Background: an optimization exercise with open tools, aiming at small area, a short achievable clock period and few clock cycles. Do not read the settings as production practice. In this exercise RTL edits were held to simulation tests only and were not proved equivalent to the original. The clock input has no modelled driver; a real chip could not lean on it and would need a root buffer or a full tree. No activity file was given, so power comes from the tool's default toggle rates.

==> flow/design.v <==
`default_nettype none
package sps_pkg;
  localparam int MAX_PATTERN_DEF = 16;
  localparam int MAX_TEXT_DEF    = 65536;
  localparam int POS_W     = 16;
  localparam int LEN_W     = 5;
  localparam int CFG_W     = 64;
  localparam int CFG_IDX_W = 3;
  localparam int STATUS_W  = 2;
  localparam int BYTE_W    = 8;
  localparam logic CMD_TEXT = 1'b0;
  localparam logic CMD_END  = 1'b1;
  typedef enum logic [CFG_IDX_W-1:0] {
    CFG_PATTERN_LOW    = 3'd0,
    CFG_PATTERN_HIGH   = 3'd1,
    CFG_PATTERN_LENGTH = 3'd2,
    CFG_SEARCH_BACK    = 3'd3,
    CFG_BOUND_POSITION = 3'd4
  } cfg_idx_e;
  typedef enum logic [STATUS_W-1:0] {
    STATUS_OK        = 2'd0,
    STATUS_BOUND_ERR = 2'd1,
    STATUS_TOO_LONG  = 2'd2
  } status_e;
endpackage
`default_nettype wire
`default_nettype none
module substring_position_search #(
  parameter int MAX_PATTERN = sps_pkg::MAX_PATTERN_DEF,
  parameter int MAX_TEXT    = sps_pkg::MAX_TEXT_DEF
) (
  input  wire logic                          clk_i,
  input  wire logic                          rst_ni,
  input  wire logic                          cfg_we_i,
  input  wire logic [sps_pkg::CFG_IDX_W-1:0] cfg_idx_i,
  input  wire logic [sps_pkg::CFG_W-1:0]     cfg_data_i,
  input  wire logic                          text_valid_i,
  output logic                               text_ready_o,
  input  wire logic                          text_cmd_i,
  input  wire logic [sps_pkg::BYTE_W-1:0]    text_byte_i,
  output logic                               result_valid_o,
  input  wire logic                          result_ready_i,
  output logic                               result_found_o,
  output logic [sps_pkg::POS_W-1:0]          result_position_o,
  output logic [sps_pkg::STATUS_W-1:0]       result_status_o
);
  localparam int CNT_W  = $clog2(MAX_TEXT + 1);
  localparam int POS_W  = sps_pkg::POS_W;
  localparam int LEN_W  = sps_pkg::LEN_W;
  localparam int BYTE_W = sps_pkg::BYTE_W;
  logic [sps_pkg::CFG_W-1:0] pat_low_q, pat_high_q;
  logic                      pat_low_set_q, pat_high_set_q;
  logic [LEN_W-1:0]          len_q;
  logic                      backward_q;
  logic [POS_W-1:0]          bound_q;
  logic                   s0_valid_q;
  logic                   s0_end_q;
  logic [BYTE_W-1:0]      s0_byte_q;
  logic                   s0_may_take_q;   
  logic [1:0]             seen_q;          
  logic [MAX_PATTERN-1:0] pm_q;         
  logic [CNT_W-1:0]       count_q;      
  logic                   overflow_q;
  logic                   ge_q;         
  logic                   byte_q;       
  logic                   may_take_q;   
  logic                   end_q;        
  logic                   cond_q;       
  logic                   e_empty_q, e_ovf_q, e_back_q, e_len0_q;
  logic                         match_valid_q;
  logic [POS_W-1:0]             pos_q;   
  logic                         out_valid_q;
  logic                         found_q;
  logic [sps_pkg::STATUS_W-1:0] status_q;
  logic                         ready_q;
  logic                 in_xfer, in_may_take, s1_byte, s1_end, byte_adv;
  logic [2*sps_pkg::CFG_W-1:0] pattern;
  logic                 len0, len0_next;
  logic [MAX_PATTERN-1:0] eq;
  logic                 byte_zero, ge_now;
  logic                 hit, take, hold_end, hold_byte, load, out_next;
  logic                 byte_next, may_take_next, end_next, needs_out_next;
  logic [LEN_W:0]       start_lo;
  logic [POS_W-LEN_W-1:0] start_hi, start_hi_m1;
  logic [POS_W-1:0]     start_pos;
  logic                 res_found, res_pos_ok;
  logic [sps_pkg::STATUS_W-1:0] res_status;
  assign pattern = {pat_high_q, pat_low_q};
  assign len0    = (len_q == '0);
  assign in_xfer = text_valid_i && ready_q;
  assign in_may_take = seen_q[1] || (len_q <= LEN_W'(seen_q) + LEN_W'(1));
  always_ff @(posedge clk_i or negedge rst_ni) begin
    if (!rst_ni) begin
      s0_valid_q <= 1'b0;
      seen_q     <= '0;
    end else begin
      s0_valid_q <= in_xfer;
      if (in_xfer) begin
        if (text_cmd_i == sps_pkg::CMD_END) seen_q <= '0;
        else if (!seen_q[1])                seen_q <= seen_q + 2'd1;
      end
    end
  end
  always_ff @(posedge clk_i) begin
    s0_end_q      <= (text_cmd_i == sps_pkg::CMD_END);
    s0_byte_q     <= text_byte_i;
    s0_may_take_q <= in_may_take;
  end
  assign s1_byte  = s0_valid_q && !s0_end_q;
  assign s1_end   = s0_valid_q && s0_end_q;
  assign byte_adv = s1_byte && !overflow_q && !count_q[CNT_W-1];
  assign byte_zero = (s0_byte_q == '0);
  always_comb begin
    for (int j = 0; j < MAX_PATTERN; j++) begin
      if ((j < 8) ? pat_low_set_q : pat_high_set_q) begin
        eq[j] = (pattern[BYTE_W*j +: BYTE_W] == s0_byte_q);
      end else begin
        eq[j] = byte_zero;
      end
    end
  end
  assign ge_now = ge_q || (count_q == CNT_W'(bound_q));
  always_comb begin
    hit = 1'b0;
    for (int l = 1; l <= MAX_PATTERN; l++) begin
      if (len_q == LEN_W'(l)) hit = pm_q[l-1];
    end
  end
  assign start_lo    = {1'b0, count_q[LEN_W-1:0]} - {1'b0, len_q};
  assign start_hi    = count_q[POS_W-1:LEN_W];
  assign start_hi_m1 = count_q[POS_W-1:LEN_W] - 1'b1;
  assign start_pos   = {start_lo[LEN_W] ? start_hi_m1 : start_hi, start_lo[LEN_W-1:0]};
  assign take = byte_q && hit && (backward_q ? !cond_q : !match_valid_q);
  assign hold_end  = end_q && out_valid_q;
  assign hold_byte = byte_q && may_take_q && out_valid_q;
  assign load      = end_q && !out_valid_q;
  assign out_next  = load || (out_valid_q && !result_ready_i);
  always_comb begin
    res_found  = 1'b0;
    res_status = sps_pkg::STATUS_OK;
    if (e_ovf_q) begin
      res_status = sps_pkg::STATUS_TOO_LONG;
    end else if (e_back_q) begin
      if (e_empty_q) begin
        res_found = e_len0_q;
      end else if (!cond_q) begin
        res_status = sps_pkg::STATUS_BOUND_ERR;
      end else begin
        res_found = e_len0_q || match_valid_q;
      end
    end else begin
      res_found = e_len0_q || match_valid_q;
    end
  end
  assign res_pos_ok = res_found && !(e_back_q && e_empty_q);
  always_ff @(posedge clk_i) begin
    if (cfg_we_i && cfg_idx_i == sps_pkg::CFG_PATTERN_LOW)  pat_low_q  <= cfg_data_i;
    if (cfg_we_i && cfg_idx_i == sps_pkg::CFG_PATTERN_HIGH) pat_high_q <= cfg_data_i;
  end
  always_ff @(posedge clk_i or negedge rst_ni) begin
    if (!rst_ni) begin
      pat_low_set_q  <= 1'b0;
      pat_high_set_q <= 1'b0;
      len_q          <= '0;
      backward_q     <= 1'b0;
      bound_q        <= '0;
    end else if (cfg_we_i) begin
      case (cfg_idx_i)
        sps_pkg::CFG_PATTERN_LOW:    pat_low_set_q  <= 1'b1;
        sps_pkg::CFG_PATTERN_HIGH:   pat_high_set_q <= 1'b1;
        sps_pkg::CFG_PATTERN_LENGTH: len_q <= cfg_data_i[LEN_W-1] ? LEN_W'(MAX_PATTERN)
                                                                  : cfg_data_i[LEN_W-1:0];
        sps_pkg::CFG_SEARCH_BACK:    backward_q <= cfg_data_i[0];
        sps_pkg::CFG_BOUND_POSITION: bound_q    <= cfg_data_i[POS_W-1:0];
        default: ;
      endcase
    end
  end
  always_ff @(posedge clk_i or negedge rst_ni) begin
    if (!rst_ni) begin
      pm_q       <= '0;
      count_q    <= '0;
      overflow_q <= 1'b0;
      ge_q       <= 1'b0;
    end else if (s1_end) begin
      pm_q       <= '0;
      count_q    <= '0;
      overflow_q <= 1'b0;
      ge_q       <= 1'b0;
    end else if (s1_byte && !overflow_q) begin
      if (count_q[CNT_W-1]) begin
        overflow_q <= 1'b1;
      end else begin
        pm_q    <= {pm_q[MAX_PATTERN-2:0], backward_q || ge_now} & eq;
        count_q <= count_q + CNT_W'(1);
        ge_q    <= ge_now;
      end
    end
  end
  assign byte_next     = byte_adv || hold_byte;
  assign may_take_next = (byte_adv && s0_may_take_q) || hold_byte;
  assign end_next      = s1_end || hold_end;
  always_ff @(posedge clk_i or negedge rst_ni) begin
    if (!rst_ni) begin
      byte_q     <= 1'b0;
      may_take_q <= 1'b0;
      end_q      <= 1'b0;
    end else begin
      byte_q     <= byte_next;
      may_take_q <= may_take_next;
      end_q      <= end_next;
    end
  end
  always_ff @(posedge clk_i) begin
    if (s0_valid_q) begin
      cond_q <= ge_q;
    end
    if (s1_end) begin
      e_empty_q <= (count_q == '0);
      e_ovf_q   <= overflow_q;
      e_back_q  <= backward_q;
      e_len0_q  <= len0;
    end
  end
  always_ff @(posedge clk_i or negedge rst_ni) begin
    if (!rst_ni) begin
      match_valid_q <= 1'b0;
    end else if (load) begin
      match_valid_q <= 1'b0;
    end else if (take && !hold_byte) begin
      match_valid_q <= 1'b1;
    end
  end
  always_ff @(posedge clk_i) begin
    if (load) begin
      if (!res_pos_ok) pos_q <= '0;
    end else if (s1_end && len0) begin
      pos_q <= bound_q;
    end else if (take && !hold_byte) begin
      pos_q <= start_pos;
    end
  end
  always_ff @(posedge clk_i or negedge rst_ni) begin
    if (!rst_ni) begin
      out_valid_q <= 1'b0;
    end else begin
      out_valid_q <= out_next;
    end
  end
  always_ff @(posedge clk_i) begin
    if (load) begin
      found_q  <= res_found;
      status_q <= res_status;
    end
  end
  assign needs_out_next = (may_take_next && byte_next && out_next)
                          || (in_xfer && (text_cmd_i == sps_pkg::CMD_END || in_may_take));
  assign len0_next = (cfg_we_i && cfg_idx_i == sps_pkg::CFG_PATTERN_LENGTH)
                     ? (cfg_data_i[LEN_W-1:0] == '0) : len0;
  always_ff @(posedge clk_i or negedge rst_ni) begin
    if (!rst_ni) begin
      ready_q <= 1'b0;
    end else begin
      ready_q <= !((needs_out_next || (end_next && out_next)) && (out_next || end_next))
                 && !(len0_next && (out_next || end_next
                                    || (in_xfer && text_cmd_i == sps_pkg::CMD_END)));
    end
  end
  assign text_ready_o      = ready_q;
  assign result_valid_o    = out_valid_q;
  assign result_found_o    = found_q;
  assign result_position_o = pos_q;
  assign result_status_o   = status_q;
endmodule
`default_nettype wire
clock: 6.0 ns
lec_check: 0
abc_clock_period_in_ps: 2000
cap_margin: 20
core_margin: 2
core_utilization: 50
setup_slack_margin: 3.8
slew_margin: 20
standard.sh (not shown) runs the stock make flow with config.mk's settings and CLKGATE_MAP_FILE= SYNTH_SCRIPT=/design/flow/synth_recipe.tcl, a recipe that flattens the netlist after the stock synthesis.
==> flow/flow/run.sh <==
#!/bin/bash
set -e
export BUFFER_PORTS_ARGS="-buffer_cell sky130_fd_sc_hd__buf_1"
export PRE_CTS_TCL="$PWD/flow/pre_cts.tcl"
export MTREE_LEAVES=10
bash standard.sh > standard.log 2>&1
==> flow/flow/pre_cts.tcl <==
# Replace TritonCTS with a hand-built two-level clock tree (mtree.tcl): a root
# buffer driving K leaf buffers, each leaf at the centre of a balanced cluster
# of flip-flops. The rest of the CTS step (legalisation, timing repair) runs
# as usual.
source [file join [file dirname [info script]] mtree.tcl]
mtree_build $::env(MTREE_LEAVES) sky130_fd_sc_hd__clkbuf_16 sky130_fd_sc_hd__clkbuf_16
rename clock_tree_synthesis __tritoncts
proc clock_tree_synthesis {args} { puts "clock tree built by mtree.tcl; TritonCTS not run" }
set_propagated_clock [all_clocks]
Other scripts of this flow, unchanged in this note and not shown: flow/flow/mtree.tcl
Testbench counts at the start, summed over its fixed seeds: cycles 176,684.
Next try:
CORE_UTILIZATION = 40   (was 50)
CTS_CLUSTER_DIAMETER = 100   (was default)
CTS_CLUSTER_SIZE = 20   (was default)
SETUP_SLACK_MARGIN = 4.1   (was 3.8)
The new run ran to the end with no violations.
Global-route usage drops by 2.9 points.
Power goes up by about 6.5%.
Clock power grows by about 0.9%.
Sequential power stays flat.
Hold slack got worse by 0.0081 ns.
Area after synthesis stays the same.
Next try:
ABC_CLOCK_PERIOD_IN_PS = 1500   (was 2000)
CORE_UTILIZATION = 50   (was 40)
CTS_CLUSTER_DIAMETER = default   (was 100)
CTS_CLUSTER_SIZE = default   (was 20)
SETUP_SLACK_MARGIN = 3.8   (was 4.1)
After rerunning: The changed run completed with no timing, DRC or antenna violations; setup slack gains 0.0072 ns; global-route usage rises by 2.9 points; sequential share of layout area rises by 4.1 points; area after synthesis is unchanged; routed wire length falls by about 7%; worst hold slack gains 0.0081 ns; cell count falls by 7.5%; via count falls by about 2.4%; power falls by 6.1%; design area falls by about 7.5%.
Next try:
==> flow/flow/run.sh (replaced) <==
#!/bin/bash
set -e
export BUFFER_PORTS_ARGS="-buffer_cell sky130_fd_sc_hd__buf_1"
export PRE_CTS_TCL="$PWD/flow/pre_cts.tcl"
export MTREE_LEAVES=9
bash standard.sh > standard.log 2>&1
ABC_CLOCK_PERIOD_IN_PS = 2000   (was 1500)
What happened: Via count stays flat; total power is lower by 0.94%; setup slack loses 0.022 ns.
In every run of this note, the design's own scripts or RTL, not TritonCTS, make the clock network.

==> port drivers added, routing unchanged <==
The flow's constraints put no driver on any port. The routed layouts listed below were extracted and timed again, unchanged, in two steps.
Step 1, drivers: a clkbuf_16 drives clk_i and a buf_2 each remaining input, both assumed.
Step 2 adds t to the input delays and takes it off the output delays; t is the mean of the earliest and latest rising clock arrival at the registers after step 1. Input paths then give back, and output paths get back, about the clock's delay inside the block.
a / b / c = ideal ports / drivers / drivers and shift; a / b = the first two.
| run | shift t [ns] | setup WS [ns] | slew at the worst register clock pin (ns) |
|---|---|---|---|
| the first run | 0.448 | 3.864 / 3.822 / 3.442 | 0.10 / 0.10 |
| the second run | 0.456 | 3.857 / 3.835 / 3.542 | 0.10 / 0.10 |
| the third run | 0.448 | 3.864 / 3.822 / 3.442 | 0.10 / 0.10 |
| the fourth run | 0.447 | 3.842 / 3.833 / 3.417 | 0.11 / 0.11 |
After both steps setup and hold are still met in every run listed. For the fourth run, which loses most, drivers alone change the setup slack by -0.009 ns; drivers and shift together by -0.425 ns.
